What follows belongs to an exercise in optimizing a design on an open flow for small area; a production flow would make more cautious choices. Only simulation tests tie the RTL to the original design; equivalence was not proved. No activity file was given, so power comes from the tool's default toggle rates.

== run A ==
==> flow/design.v <==
`default_nettype none
package riscv_pkg;
    localparam int XLEN           = 32;
    localparam int REG_ADDR_WIDTH = 5;
    localparam int FUNCT3_WIDTH   = 3;
    typedef logic [XLEN-1:0]           word_t;      
    typedef logic [REG_ADDR_WIDTH-1:0] reg_addr_t;  
    typedef logic [FUNCT3_WIDTH-1:0]   funct3_t;    
    typedef enum logic [3:0] {
        ADD    = 4'd0,
        SUB    = 4'd1,
        SLL    = 4'd2,
        SLT    = 4'd3,
        SLTU   = 4'd4,
        XOR    = 4'd5,
        SRL    = 4'd6,
        SRA    = 4'd7,
        OR     = 4'd8,
        AND    = 4'd9,
        PASS_B = 4'd10   
    } alu_op_e;
    typedef enum logic [1:0] {
        FWD_NONE = 2'd0,  
        FWD_MEM  = 2'd1,  
        FWD_WB   = 2'd2   
    } forward_src_e;
    typedef enum logic [6:0] {
        OP_IMM    = 7'b0010011,
        OP_REG    = 7'b0110011,
        OP_LUI    = 7'b0110111,
        OP_AUIPC  = 7'b0010111,
        OP_BRANCH = 7'b1100011,
        OP_JAL    = 7'b1101111,
        OP_JALR   = 7'b1100111,
        OP_LOAD   = 7'b0000011,
        OP_STORE  = 7'b0100011
    } opcode_e;
    typedef enum logic [FUNCT3_WIDTH-1:0] {
        BEQ  = 3'b000,
        BNE  = 3'b001,
        BLT  = 3'b100,
        BGE  = 3'b101,
        BLTU = 3'b110,
        BGEU = 3'b111
    } funct3_branch_e;
    typedef struct packed {
        opcode_e opcode;
        alu_op_e alu_op;
        logic    alu_src;    
        logic    reg_write;
        logic    mem_read;
        logic    mem_write;
        logic    is_branch;
        logic    is_jump;    
        logic    is_jalr;
    } ctrl_t;
    typedef struct packed {
        word_t     pc;
        word_t     rs1_data;
        word_t     rs2_data;
        word_t     immediate;
        reg_addr_t rs1_addr;
        reg_addr_t rs2_addr;
        reg_addr_t rd_addr;
        funct3_t   funct3_for_branch;
        ctrl_t     ctrl;
        logic      valid_id_ex;
    } id_ex_reg_t;
    typedef struct packed {
        word_t     alu_result;    
        word_t     rs2_data_str;  
        reg_addr_t rd_addr;
        ctrl_t     ctrl;
        logic      valid_ex_mem;
    } ex_mem_reg_t;
endpackage
`default_nettype wire
`default_nettype none
module ex_pfx32
(
    input  logic [31:0] p,
    input  logic [31:0] g,
    output logic [31:0] co
);
    logic [31:0] G, P;
    integer l, j;
    always_comb begin
        G = g;
        P = p;
        for (l = 0; l < 5; l = l + 1)
            for (j = (2 << l) - 1; j < 32; j = j + (2 << l)) begin
                G[j] = G[j] | (P[j] & G[j - (1 << l)]);
                P[j] = P[j] & P[j - (1 << l)];
            end
        for (l = 3; l >= 0; l = l - 1)
            for (j = 3 * (1 << l) - 1; j < 32; j = j + (2 << l)) begin
                G[j] = G[j] | (P[j] & G[j - (1 << l)]);
                P[j] = P[j] & P[j - (1 << l)];
            end
        co = G;
    end
endmodule
module ex_top
(
    input  logic         clk,
    input  logic         rst_n,
    input  logic [164:0] id_ex_in,
    input  logic [31:0]  wb_write_data,
    input  logic [4:0]   wb_rd_addr,
    input  logic         wb_reg_write,
    input  logic         stall,
    input  logic         flush,
    output logic         branch_taken,
    output logic [31:0]  branch_target,
    output logic [87:0]  ex_mem_out
);
    logic [31:0] pc, rs1d, rs2d, imm;
    logic [4:0]  a1, a2;
    logic [2:0]  f3;
    logic [6:0]  opc;
    logic [3:0]  aop;
    logic        alu_src, is_jump, is_jalr, valid;
    assign pc      = id_ex_in[164:133];
    assign rs1d    = id_ex_in[132:101];
    assign rs2d    = id_ex_in[100:69];
    assign imm     = id_ex_in[68:37];
    assign a1      = id_ex_in[36:32];
    assign a2      = id_ex_in[31:27];
    assign f3      = id_ex_in[21:19];
    assign opc     = id_ex_in[18:12];
    assign aop     = id_ex_in[11:8];
    assign alu_src = id_ex_in[7];
    assign is_jump = id_ex_in[2];
    assign is_jalr = id_ex_in[1];
    assign valid   = id_ex_in[0];
    logic [87:0] q;
    logic [31:0] q_alu;
    logic [4:0]  q_rd;
    assign q_alu = q[87:56];
    assign q_rd  = q[23:19];
    assign ex_mem_out = q;
    logic mem_ok, wb_ok, m1, w1, n1, m2, w2, n2;
    logic [31:0] rs1f, rs2f;
    assign mem_ok = q[0] & q[6] & (|q_rd);
    assign wb_ok  = wb_reg_write & (|wb_rd_addr);
    assign m1 = mem_ok & (q_rd == a1);
    assign w1 = ~m1 & wb_ok & (wb_rd_addr == a1);
    assign n1 = ~m1 & ~w1;
    assign m2 = mem_ok & (q_rd == a2);
    assign w2 = ~m2 & wb_ok & (wb_rd_addr == a2);
    assign n2 = ~m2 & ~w2;
    assign rs1f = ({32{m1}} & q_alu) | ({32{w1}} & wb_write_data) | ({32{n1}} & rs1d);
    assign rs2f = ({32{m2}} & q_alu) | ({32{w2}} & wb_write_data) | ({32{n2}} & rs2d);
    logic op_jalr, op_jal, op_br, op_auipc;
    assign op_jalr  = (opc == 7'b1100111);
    assign op_jal   = (opc == 7'b1101111);
    assign op_br    = (opc == 7'b1100011);
    assign op_auipc = (opc == 7'b0010111);
    logic [31:0] tx, tsum, tco;
    assign tx = op_jalr ? rs1f : pc;
    ex_pfx32 u_tpfx (.p(tx ^ imm), .g(tx & imm), .co(tco));
    assign tsum = (tx ^ imm) ^ {tco[30:0], 1'b0};
    assign branch_target = {tsum[31:1], tsum[0] & ~op_jalr};
    logic [31:0] cco;
    logic eq, ltu, lts, cond;
    ex_pfx32 u_cpfx (.p(~(rs1f ^ rs2f)), .g(rs1f & ~rs2f), .co(cco));
    assign eq   = &(~(rs1f ^ rs2f));
    assign ltu  = ~(cco[31] | eq);
    assign lts  = ltu ^ rs1f[31] ^ rs2f[31];
    always_comb begin
        case (f3)
            3'b000:  cond = eq;
            3'b001:  cond = ~eq;
            3'b100:  cond = lts;
            3'b101:  cond = ~lts;
            3'b110:  cond = ltu;
            3'b111:  cond = ~ltu;
            default: cond = 1'b0;
        endcase
    end
    assign branch_taken = valid & ((op_br & cond) | op_jal | op_jalr);
    logic jump, sub, a_pc, a_rs, pass_b;
    logic [31:0] a, b, bx, ap, ag, aco, sum;
    assign jump   = is_jump | is_jalr;
    assign pass_b = (aop == 4'd10);
    assign a_pc   = jump | (op_auipc & ~pass_b);
    assign a_rs   = ~jump & ~op_auipc & ~pass_b;
    assign a  = ({32{a_pc}} & pc) | ({32{a_rs}} & rs1f);
    assign b  = jump ? 32'd4 : (alu_src ? imm : rs2f);
    assign sub = ~jump & ((aop == 4'd1) | (aop == 4'd3) | (aop == 4'd4));
    assign bx = b ^ {32{sub}};
    assign ap = a ^ bx;
    assign ag = a & bx;
    ex_pfx32 u_apfx (.p(ap), .g({ag[31:1], ag[0] | (ap[0] & sub)}), .co(aco));
    assign sum = ap ^ {aco[30:0], sub};
    logic c_ltu, c_lt;
    assign c_ltu = ~aco[31];
    assign c_lt  = c_ltu ^ a[31] ^ b[31];
    logic is_sll;
    logic [31:0] sx, sl;
    logic [31:0] sh [0:5];
    logic fill;
    assign is_sll = (aop == 4'd2);
    assign fill   = (aop == 4'd7) & a[31];
    always_comb begin
        for (int i = 0; i < 32; i++) sx[i] = is_sll ? a[31 - i] : a[i];
        sh[0] = sx;
        for (int k = 0; k < 5; k++)
            for (int i = 0; i < 32; i++)
                sh[k+1][i] = b[k] ? ((i + (1 << k) < 32) ? sh[k][i + (1 << k)] : fill) : sh[k][i];
        for (int i = 0; i < 32; i++) sl[i] = sh[5][31 - i];
    end
    logic load, hold;
    assign load = ~flush & ~stall;
    assign hold = ~flush & stall;
    logic s_sum, s_sr, s_sl, s_p, s_g, s_lt, s_ltu;
    assign s_sum = load & (jump | (aop == 4'd0) | (aop == 4'd1) | pass_b);
    assign s_sl  = load & ~jump & is_sll;
    assign s_sr  = load & ~jump & ((aop == 4'd6) | (aop == 4'd7));
    assign s_p   = load & ~jump & ((aop == 4'd5) | (aop == 4'd8));
    assign s_g   = load & ~jump & ((aop == 4'd9) | (aop == 4'd8));
    assign s_lt  = load & ~jump & (aop == 4'd3);
    assign s_ltu = load & ~jump & (aop == 4'd4);
    logic [31:0] alu_d;
    assign alu_d = ({32{s_sum}} & sum) | ({32{s_sr}} & sh[5]) | ({32{s_sl}} & sl)
                 | ({32{s_p}} & ap) | ({32{s_g}} & ag) | ({32{hold}} & q_alu)
                 | {31'd0, (s_lt & c_lt) | (s_ltu & c_ltu)};
    logic [55:0] lo_d;
    assign lo_d = {rs2f, id_ex_in[26:22], id_ex_in[18:1], valid};
    always_ff @(posedge clk or negedge rst_n) begin
        if (!rst_n) q <= '0;
        else        q <= {alu_d, ({56{load}} & lo_d) | ({56{hold}} & q[55:0])};
    end
endmodule
`default_nettype wire
export LEC_CHECK = 0
export ABC_AREA = 1
export CAP_MARGIN = 20
export CORE_MARGIN = 2
export CORE_UTILIZATION = 40
export SLEW_MARGIN = 20
create_clock -name core_clock -period 8.0 [get_ports {clk}]
standard.sh (not shown) runs the stock make flow with config.mk's settings and CLKGATE_MAP_FILE= SYNTH_SCRIPT=/design/flow/synth_recipe.tcl, a recipe that flattens the netlist after the stock synthesis.
==> flow/flow/run.sh <==
#!/bin/bash
export BUFFER_PORTS_ARGS="-buffer_cell sky130_fd_sc_hd__buf_1"
bash standard.sh > standard.log 2>&1
What run B does differently from run A at the input level:
==> flow/flow/run.sh <==
#!/bin/bash
# The standard layout with two changes:
#  - synthesis maps the logic with the ABC script in flow/abc_area_amap.script;
#    everything else in synthesis (synth_recipe.tcl, ORFS synth.tcl) is unchanged
#  - the ports are buffered with buf_1 instead of the resizer's default buffer
set -euo pipefail
here=$(pwd)
sed "s#log_cmd abc {\*}\$abc_args#log_cmd abc {*}[lreplace \$abc_args 1 1 $here/flow/abc_area_amap.script]#" \
    "$FLOW_HOME/scripts/synth.tcl" > "$here/synth_amap.tcl"
grep -q abc_area_amap "$here/synth_amap.tcl"
sed "s#source \$::env(SCRIPTS_DIR)/synth.tcl#source $here/synth_amap.tcl#" synth_recipe.tcl > "$here/my_synth.tcl"
grep -q synth_amap "$here/my_synth.tcl"
export BUFFER_PORTS_ARGS="-buffer_cell sky130_fd_sc_hd__buf_1"
bash standard.sh SYNTH_SCRIPT="$here/my_synth.tcl" finish > standard.log 2>&1
==> flow/flow/abc_area_amap.script (new file) <==
strash
dch
map -D 2000
topo
stime -c
buffer -c
upsize -c
dnsize -c
Findings:
- Routing usage on met2 sits lower in run B than in run A.
- Looking only at share of synthesized area occupied by flip-flops and latches, and setting everything else aside, the lower value of run A and run B goes to run A.
- Across both runs, fraction of area in registers was higher for run B than for run A.
- Layout overhead on the synthesized area: higher on run B
- From run A to run B the numbers moved as follows: portion of netlist area occupied by mux cells higher; total power lower; simple logic cell fraction of the synthesized area lower; non-filler instance count after layout lower.
- Between run A and run B, total nets after synthesis decreased.
--- input diff run B..run C ---
-- flow/flow/run.sh --
<<< run B, line 3
#  - synthesis maps the logic with the ABC script in flow/abc_area_amap.script;
>>> run C, line 3
#  - synthesis maps the logic with ABC's area-oriented mapper (amap) instead of map;
-- flow/flow/abc_area_amap.script --
<<< run B, line 3
map -D 2000
>>> run C, line 3
amap
==> comparison <==
Run B has a higher clock-cell share of area than run C. Per the comparison of run C with run B, number of sequential cells in the layout ~0 delta; layout cell share with drive strength beyond 1 saw an increase; first-pass GRT wire length now smaller. In run C the implementation completed, yet the final layout does not meet the checks, the culprit being setup timing.

-- re-timing with driven ports --
How much do the figures lean on ideal ports? The routed layouts below were timed once more, with nothing changed but the port constraints. Step 1, drivers: a clkbuf_16 drives clk and a buf_2 each remaining input, both assumed. Step 2 also shifts input and output timing later by t, the mid clock arrival at the registers, as if the neighbouring blocks saw the same clock. Slacks: ideal / step 1 / step 2; pairs: ideal / step 1.
run	t (ns)	setup slack, ns	worst register clock-pin slew, ns
run A	0.445	0.366 / 0.344 / 0.344	0.11 / 0.11
run B	0.431	0.280 / 0.257 / 0.145	0.08 / 0.08
run C	0.421	-0.774 / -0.811 / -0.811	0.08 / 0.08
The setup slack of run B, which loses most, moves by -0.023 ns with the drivers and by -0.135 ns with both steps.
